Source: an optimization exercise on an open RTL-to-GDS flow (aim: small area). Production flows keep margins and buffers that such runs may drop. Only simulation tests tie the RTL to the original design; equivalence was not proved. Power and IR drop assume default switching activity.

==> design.v <==
package lsq_pkg;
	localparam int data_w = 32;
	localparam int addr_w = 10;
	localparam int off_w = 12;
	localparam int tag_w = 4;
	typedef logic [data_w-1:0] data_t;
	typedef logic [addr_w-1:0] addr_t;
	typedef logic [off_w-1:0]  off_t;
	typedef logic [tag_w-1:0]  tag_t;
	typedef enum logic {
		LS_LOAD  = 1'b0,
		LS_STORE = 1'b1
	} ls_op_t;
	localparam int DEF_ENTRIES = 6;
	localparam int DEF_CDB = 6;
	localparam int DEF_MEM_CREDITS = 2;
endpackage
`timescale 1ns/10ps
module lsq_entry #(
	parameter int NUM_CDB = lsq_pkg::DEF_CDB
) (
	input  logic                                clk,
	input  logic                                rst_n,
	input  logic                                alloc_i,
	input  lsq_pkg::ls_op_t                      op_i,
	input  lsq_pkg::addr_t                       addr_i,
	input  lsq_pkg::data_t                       val_i,
	input  lsq_pkg::tag_t                        tag_i,
	input  logic                                retire_i,
	input  logic [NUM_CDB-1:0]                  cdb_valid_i,
	input  logic [NUM_CDB-1:0][lsq_pkg::tag_w-1:0]  cdb_tag_i,
	input  logic [NUM_CDB-1:0][lsq_pkg::data_w-1:0] cdb_data_i,
	output logic                                busy_o,
	output lsq_pkg::ls_op_t                      op_o,
	output lsq_pkg::addr_t                       addr_o,
	output lsq_pkg::data_t                       data_o,
	output logic                                ready_o
);
	logic           busy_q;
	lsq_pkg::tag_t   tag_q;
	lsq_pkg::ls_op_t op_q;
	lsq_pkg::addr_t  addr_q;
	lsq_pkg::data_t  data_q;
	lsq_pkg::tag_t   look_tag;
	logic           hit;
	lsq_pkg::data_t  hit_data;
	assign look_tag = alloc_i ? tag_i : tag_q;
	always_comb begin
		hit      = 1'b0;
		hit_data = '0;
		for (int b = NUM_CDB - 1; b >= 0; b--) begin
			if (cdb_valid_i[b] && (cdb_tag_i[b] == look_tag)) begin
				hit      = 1'b1;
				hit_data = cdb_data_i[b];
			end
		end
		if (look_tag == '0)
			hit = 1'b0;
	end
	always_ff @(posedge clk) begin
		if (!rst_n) begin
			busy_q <= 1'b0;
			tag_q  <= '0;
		end else if (alloc_i) begin
			busy_q <= 1'b1;
			tag_q  <= hit ? '0 : tag_i;
		end else begin
			if (retire_i)
				busy_q <= 1'b0;
			if (busy_q && hit)
				tag_q <= '0;
		end
	end
	always_ff @(posedge clk) begin
		if (alloc_i) begin
			op_q   <= op_i;
			addr_q <= addr_i;
			data_q <= hit ? hit_data : val_i;
		end else if (busy_q && hit) begin
			data_q <= hit_data;
		end
	end
	assign busy_o  = busy_q;
	assign op_o    = op_q;
	assign addr_o  = addr_q;
	assign data_o  = data_q;
	assign ready_o = busy_q && ((op_q == lsq_pkg::LS_LOAD) || (tag_q == '0));
endmodule
`timescale 1ns/10ps
module lsq_alloc #(
	parameter int NUM_ENTRIES = lsq_pkg::DEF_ENTRIES
) (
	input  logic                   clk,
	input  logic                   rst_n,
	input  logic                   disp_valid_i,
	input  lsq_pkg::ls_op_t         disp_op_i,
	input  lsq_pkg::data_t          disp_base_i,
	input  lsq_pkg::off_t           disp_off_i,
	input  lsq_pkg::data_t          disp_val_i,
	input  lsq_pkg::tag_t           disp_tag_i,
	output logic [NUM_ENTRIES-1:0] alloc_o,
	output lsq_pkg::ls_op_t         op_o,
	output lsq_pkg::addr_t          addr_o,
	output lsq_pkg::data_t          val_o,
	output lsq_pkg::tag_t           tag_o
);
	localparam int idx_w = $clog2(NUM_ENTRIES);
	logic [idx_w-1:0] tail_q;
	lsq_pkg::data_t    off_ext;
	lsq_pkg::data_t    sum;
	always_ff @(posedge clk) begin
		if (!rst_n)
			tail_q <= '0;
		else if (disp_valid_i)
			tail_q <= (tail_q == idx_w'(NUM_ENTRIES - 1)) ? '0 : tail_q + 1'b1;
	end
	always_comb begin
		alloc_o = '0;
		if (disp_valid_i)
			alloc_o[tail_q] = 1'b1;
	end
	assign off_ext = {{(lsq_pkg::data_w - lsq_pkg::off_w){disp_off_i[lsq_pkg::off_w-1]}},
		disp_off_i};
	assign sum     = disp_base_i + off_ext;
	assign addr_o  = sum[lsq_pkg::addr_w-1:0];
	assign op_o  = disp_op_i;
	assign val_o = disp_val_i;
	assign tag_o = disp_tag_i;
endmodule
`timescale 1ns/10ps
module lsq_issue #(
	parameter int NUM_ENTRIES = lsq_pkg::DEF_ENTRIES,
	parameter int MEM_CREDITS = lsq_pkg::DEF_MEM_CREDITS
) (
	input  logic                                    clk,
	input  logic                                    rst_n,
	input  logic [NUM_ENTRIES-1:0]                  busy_i,
	input  logic [NUM_ENTRIES-1:0]                  ready_i,
	input  logic [NUM_ENTRIES-1:0]                  op_i,
	input  logic [NUM_ENTRIES-1:0][lsq_pkg::addr_w-1:0] addr_i,
	input  logic [NUM_ENTRIES-1:0][lsq_pkg::data_w-1:0] data_i,
	input  logic                                    mem_credit_i,
	output logic [NUM_ENTRIES-1:0]                  retire_o,
	output logic                                    disp_credit_o,
	output logic                                    mem_req_o,
	output logic                                    mem_we_o,
	output lsq_pkg::addr_t                           mem_addr_o,
	output lsq_pkg::data_t                           mem_wdata_o,
	output logic [$clog2(NUM_ENTRIES)-1:0]          mem_tag_o
);
	localparam int idx_w = $clog2(NUM_ENTRIES);
	localparam int cnt_w = $clog2(MEM_CREDITS + 1);
	logic [idx_w-1:0] head_q;
	logic [cnt_w-1:0] mcred_q;
	logic             issue;
	assign issue = ready_i[head_q] && (mcred_q != '0);
	always_ff @(posedge clk) begin
		if (!rst_n)
			head_q <= '0;
		else if (issue)
			head_q <= (head_q == idx_w'(NUM_ENTRIES - 1)) ? '0 : head_q + 1'b1;
	end
	always_ff @(posedge clk) begin
		if (!rst_n) begin
			mcred_q <= cnt_w'(MEM_CREDITS);
		end else begin
			case ({issue, mem_credit_i})
				2'b10:   mcred_q <= mcred_q - 1'b1;
				2'b01:   mcred_q <= mcred_q + 1'b1;
				default: mcred_q <= mcred_q;
			endcase
		end
	end
	always_comb begin
		retire_o = '0;
		if (issue)
			retire_o[head_q] = 1'b1;
	end
	assign disp_credit_o = issue;
	assign mem_req_o   = issue;
	assign mem_we_o    = issue && (op_i[head_q] == lsq_pkg::LS_STORE);
	assign mem_addr_o  = addr_i[head_q];
	assign mem_wdata_o = data_i[head_q];
	assign mem_tag_o   = head_q;
endmodule
`timescale 1ns/10ps
module lsq_top #(
	parameter int NUM_ENTRIES = lsq_pkg::DEF_ENTRIES,
	parameter int NUM_CDB     = lsq_pkg::DEF_CDB,
	parameter int MEM_CREDITS = lsq_pkg::DEF_MEM_CREDITS
) (
	input  logic                                clk,
	input  logic                                rst_n,
	input  logic                                disp_valid_i,
	input  logic                                disp_op_i,
	input  logic [lsq_pkg::data_w-1:0]          disp_base_i,
	input  logic [lsq_pkg::off_w-1:0]           disp_off_i,
	input  logic [lsq_pkg::data_w-1:0]          disp_val_i,
	input  logic [lsq_pkg::tag_w-1:0]           disp_tag_i,
	output logic                                disp_credit_o,
	input  logic [NUM_CDB-1:0]                  cdb_valid_i,
	input  logic [NUM_CDB*lsq_pkg::tag_w-1:0]   cdb_tag_i,
	input  logic [NUM_CDB*lsq_pkg::data_w-1:0]  cdb_data_i,
	output logic                                mem_req_o,
	output logic                                mem_we_o,
	output logic [lsq_pkg::addr_w-1:0]          mem_addr_o,
	output logic [lsq_pkg::data_w-1:0]          mem_wdata_o,
	output logic [$clog2(NUM_ENTRIES)-1:0]      mem_tag_o,
	input  logic                                mem_credit_i
);
	logic [NUM_ENTRIES-1:0] alloc;
	logic [NUM_ENTRIES-1:0] retire;
	logic [NUM_ENTRIES-1:0] busy;
	logic [NUM_ENTRIES-1:0] ready;
	lsq_pkg::ls_op_t         new_op;
	lsq_pkg::addr_t          new_addr;
	lsq_pkg::data_t          new_val;
	lsq_pkg::tag_t           new_tag;
	logic [NUM_ENTRIES-1:0]                      slot_op;
	logic [NUM_ENTRIES-1:0][lsq_pkg::addr_w-1:0] slot_addr;
	logic [NUM_ENTRIES-1:0][lsq_pkg::data_w-1:0] slot_data;
	logic [NUM_CDB-1:0][lsq_pkg::tag_w-1:0]      cdb_tag;
	logic [NUM_CDB-1:0][lsq_pkg::data_w-1:0]     cdb_data;
	assign cdb_tag  = cdb_tag_i;
	assign cdb_data = cdb_data_i;
	lsq_alloc #(.NUM_ENTRIES(NUM_ENTRIES)) u_alloc (
		.clk, .rst_n,
		.disp_valid_i, .disp_op_i(lsq_pkg::ls_op_t'(disp_op_i)), .disp_base_i, .disp_off_i,
		.disp_val_i, .disp_tag_i,
		.alloc_o(alloc), .op_o(new_op), .addr_o(new_addr), .val_o(new_val), .tag_o(new_tag)
	);
	for (genvar i = 0; i < NUM_ENTRIES; i++) begin : g_slot
		lsq_entry #(.NUM_CDB(NUM_CDB)) u_entry (
			.clk, .rst_n,
			.alloc_i(alloc[i]), .op_i(new_op), .addr_i(new_addr), .val_i(new_val),
			.tag_i(new_tag), .retire_i(retire[i]),
			.cdb_valid_i, .cdb_tag_i(cdb_tag), .cdb_data_i(cdb_data),
			.busy_o(busy[i]), .op_o(slot_op[i]), .addr_o(slot_addr[i]),
			.data_o(slot_data[i]), .ready_o(ready[i])
		);
	end
	lsq_issue #(.NUM_ENTRIES(NUM_ENTRIES), .MEM_CREDITS(MEM_CREDITS)) u_issue (
		.clk, .rst_n,
		.busy_i(busy), .ready_i(ready), .op_i(slot_op), .addr_i(slot_addr),
		.data_i(slot_data), .mem_credit_i,
		.retire_o(retire), .disp_credit_o,
		.mem_req_o, .mem_we_o, .mem_addr_o, .mem_wdata_o, .mem_tag_o
	);
endmodule
==> run.sh <==
#!/bin/bash
# synth_recipe.tcl (not shown) runs the flow's synth.tcl, then flattens the netlist and writes it again
# the make line also repeats each setting of config.mk as NAME=value (left out here)
make -C /OpenROAD-flow-scripts/flow DESIGN_CONFIG=/design/flow/config.mk WORK_HOME=/design/flow/orfs CLKGATE_MAP_FILE= SYNTH_SCRIPT=/design/flow/synth_recipe.tcl finish
==> config.mk <==
export PLATFORM = sky130hd
export DESIGN_NAME = lsq_top
export DESIGN_NICKNAME = lsq_top
export VERILOG_FILES = /design/flow/design.v
export SDC_FILE = /design/flow/constraint.sdc
export NUM_CORES = 4
export LEC_CHECK = 0
export CAP_MARGIN = 20
export CORE_MARGIN = 2
export CORE_UTILIZATION = 40
export SLEW_MARGIN = 20
==> constraint.sdc <==
create_clock -name core_clock -period 5.0 [get_ports {clk}]
set_input_delay 1.0000 -clock core_clock [delete_from_list [all_inputs] [get_ports {clk}]]
set_output_delay 1.0000 -clock core_clock [all_outputs]
set_load 0.01 [all_outputs]
==> impl_metrics.ini <==
[outcome]
status = finished clean

[die]
die_y_microns = 259.6
ios = 355
initial_core_util_pct = 40.46
die-width_microns = 259.6
core_sq_mm = 0.06458
dieArea_sq_mm = 0.06739
rows = 93

[placement]
hpwl_microns = 86060
post-place-ws_ns = 0.05277
gp_congestion = 0.9694
place_area_sq_mm = 0.03119
place.port_buffers = 330

[clocking]
cts_max_level = 2
clock_latency_ns = 0.57
cts_setup_buffers = 0
cts_sinks = 296
cts.clk_slew.worst_paths_ns = 0.07
cts_tree = built
cts_buffers = 36
cts_hold_buf = 0
clockRootBuffer = clkbuf_16
clockBufferDepth = 3
ctsResizeCount = 0

[job]
cap_viol_max_count = 0

[detailed_routing]
drt_iter0_markers = 4767
wl_microns = 135400
wl_per_cell_microns = 32.34
vias = 29300
first_pass_iters = 11
drc = 0
postRouteAntennaNets = 0
via_per_inst = 6.995

[worst_setup_path]
critPathMaxFanout = 54
end_kind = flop
path_cells = inv_1 -> ha_1 -> buf_4 -> nand2_1 -> a211oi_1 -> nor2_1 -> xor2_1 -> and4_1 -> or4_4 -> o31ai_4 -> buf_12 -> a2111o_1 -> o211ai_1
cp-start-kind = flop
slowest_stage = nor2_1
slowest_delay_ns = 0.65
worstPathRequired_ns = 5.29
critical_path_class = flop to flop
crit_arrival_ns = 4.86

[logic_synthesis]
synth-compound-area-share_pct = 30.88
syn_inst = 3081
yosysSeqAreaShare_pct = 32.56
synth_top_family_by_area = compound AO/OA/AOI/OAI gates
avgSynthCellArea_sq_um = 8.482
yosys.area.top_type_share_pct = 29.65
synth-xor-area-share_pct = 4.486
yosys-top-cells-area = edfxtp_1, o211ai_1, nor2_1
synth_nets = 3407
yosys.area_share.simple_pct = 16.47
synth-edff-count = 258
synth_flop_cell = edfxtp_1
synth_area_sq_mm = 0.02613
synthAdderAreaFrac_pct = 0.9384
ys_warn_count = 3
synth_cell_type_count = 88
synth_seq_cells = 296
muxShareOfSynthArea_pct = 8.431
yosys.area.top_type = edfxtp_1
synthArstFlopShare_pct = 0

[timing]
layout_setup_ws_ns = 0.4292
hold_violations = 0
clock_skew_ns = 0.01534
worst_slew_pin_slew_ns = 1.198
max_freq_mhz = 218.8
max_slew_margin_pct = 20.14
slew_violations = 0
finalSetupViolCount = 0
fin_setup_tns_ns = 0
timing.final.crit_share_pct = 91.42
rsz0062_at_grt = no
post-route-min-period_ns = 4.571
holdWs_ns = 0.5141

[global_routing]
antenna_found_initial = 4
grt_pass1_wl_microns = 191500
grt.total_usage_pct = 38.83
grt_pass1_vias = 28020
grt_max_degree = 65
grt-ovfl-total = 0

[finish]
fin_util_pct = 50.12
layout_common_cells = nor2_1, clkdlybuf4s50_1, nand2_1
drive_gt1_share_pct = 10.84
syn2layout_area_growth_pct = 23.87
final_area_sq_mm = 0.03237
final_common_cell = nor2_1
finalNetCount = 3630

[pwr]
p_per_area_mw_per_mm2 = 276.6
leakage_uw = 0.01127
ir_drop_v = 0.0002037

[hold_path]
hp-class = flop to flop
-- critical path: cells and delay by family, from the launching register on --
family / cells / cell delay, ns
flip-flops: 1 / 0.50
XOR/XNOR: 1 / 0.18
buffers and inverters: 3 / 0.65
AO/OA/AOI/OAI: 4 / 0.76
adder cells (fa/ha/maj): 1 / 0.33
AND/OR/NAND/NOR: 4 / 1.79
-- sequential cells by signal, summed over array words and instances (netlist names) --
register / count
g_slot.u_entry.tag_q: 24
u_alloc.tail_q: 3
g_slot.u_entry.data_q: 192
g_slot.u_entry.addr_q: 60
g_slot.u_entry.op_q: 6
g_slot.u_entry.busy_q: 6
u_issue.mcred_q: 2
u_issue.head_q: 3
-- per-stage QoR --
stage               total power, uW  std cells
floorplan                      4753       3081
global placement               6117       4121
detailed placement             6164       4121
CTS                            8855       4185
global route                   9216       4187
finish                         8952       4188
-- cell families after synthesis --
group,count (synthesis)
flip-flops,296
multiplexers,161
adder cells (fa/ha/maj),19
buffers and inverters,406
XOR/XNOR,133
AO/OA/AOI/OAI,1130
AND/OR/NAND/NOR,936
-- where the power goes --
group,switching (uW),internal [uW],total [uW],leakage (uW)
Sequential,72.4,2880,2950,0.00270
Clock,1130,1580,2720,0.000570
Combinational,1920,1360,3280,0.00800
Total,3130,5830,8950,0.0113
-- worst paths after layout --
path / from / to / slack [ns] / cells after the start
min reg2reg: u_issue.mcred_q[1] / u_issue.mcred_q[1] / 0.51 / 2
max: u_alloc.tail_q[1] / g_slot[2].u_entry.data_q[19] / 0.43 / 13
min: u_issue.mcred_q[1] / u_issue.mcred_q[1] / 0.51 / 2
max reg2reg: u_alloc.tail_q[1] / g_slot[2].u_entry.data_q[19] / 0.43 / 13
-- per-layer routing --
layer	wire length, microns	share of wire, %	up-vias	track usage (%)
met4	9091	6.7	0	21.90
met1	49980	37	13680	50.62
met2	56840	42	2618	57.68
met3	19540	14	688	11.03
li1	-	-	12310	-
met5	0	0	-	0
-- layout make-up --
type	count	area (sq um)
antenna	3	7.507
clock buffer	44	962.2
clock inverter	20	214.0
fill	5937	32210
inverter	73	274.0
multi-input combinational	2379	16240
sequential	296	8513
tap	855	1070
timing repair buffer	518	5085
-- cells in the mapped netlist, types with 7 or more instances --
cell type,n
nand2_1,298
o22ai_1,43
xor2_1,43
a221o_1,64
nand2b_1,9
nor4_1,14
xnor2_1,89
edfxtp_1,258
a21o_1,37
mux2_1,31
buf_4,10
mux4_2,43
ha_1,18
nand4_1,20
and3_1,45
a211o_1,22
buf_1,34
a221oi_1,46
and2_1,21
buf_2,26
nand3_1,64
a22oi_1,97
nor2b_1,14
nor2_1,348
nor3b_1,25
mux2i_1,79
dfxtp_1,38
a2111o_1,32
o211ai_1,176
a31oi_1,100
clkbuf_1,258
a21boi_0,10
a21oi_1,176
o21ai_0,150
o32ai_1,7
o31ai_1,43
o221ai_1,67
inv_1,69
nor3_1,27

==> separate check: timing with driven ports <==
Ports are ideal in the flow. The routed layout listed here was re-timed in OpenROAD. Step 1 (the two cells are an assumption about what drives the block):
set clk [get_ports {clk}]
set_driving_cell -lib_cell sky130_fd_sc_hd__clkbuf_16 $clk
set_driving_cell -lib_cell sky130_fd_sc_hd__buf_2 [delete_from_list [all_inputs] $clk]
Step 2, shift: input delay + t, output delay - t, t = (earliest + latest rising clock arrival at the registers) / 2. This alone moves slack from input paths to output paths. a / b / c = ideal / step 1 / step 2; a / b = the first two.
shift t [ns]: 0.623
setup WS [ns]: 0.429 / 0.375 / -0.041
worst hold slack (ns): 0.514 / 0.514 / 0.514
worst register clock-pin slew, ns: 0.07 / 0.07
pins driven straight from the clock port: 1
With both steps, setup timing fails in this run, where it was met with ideal ports. The setup slack of this run moves by -0.054 ns with the drivers and by -0.470 ns with both steps.
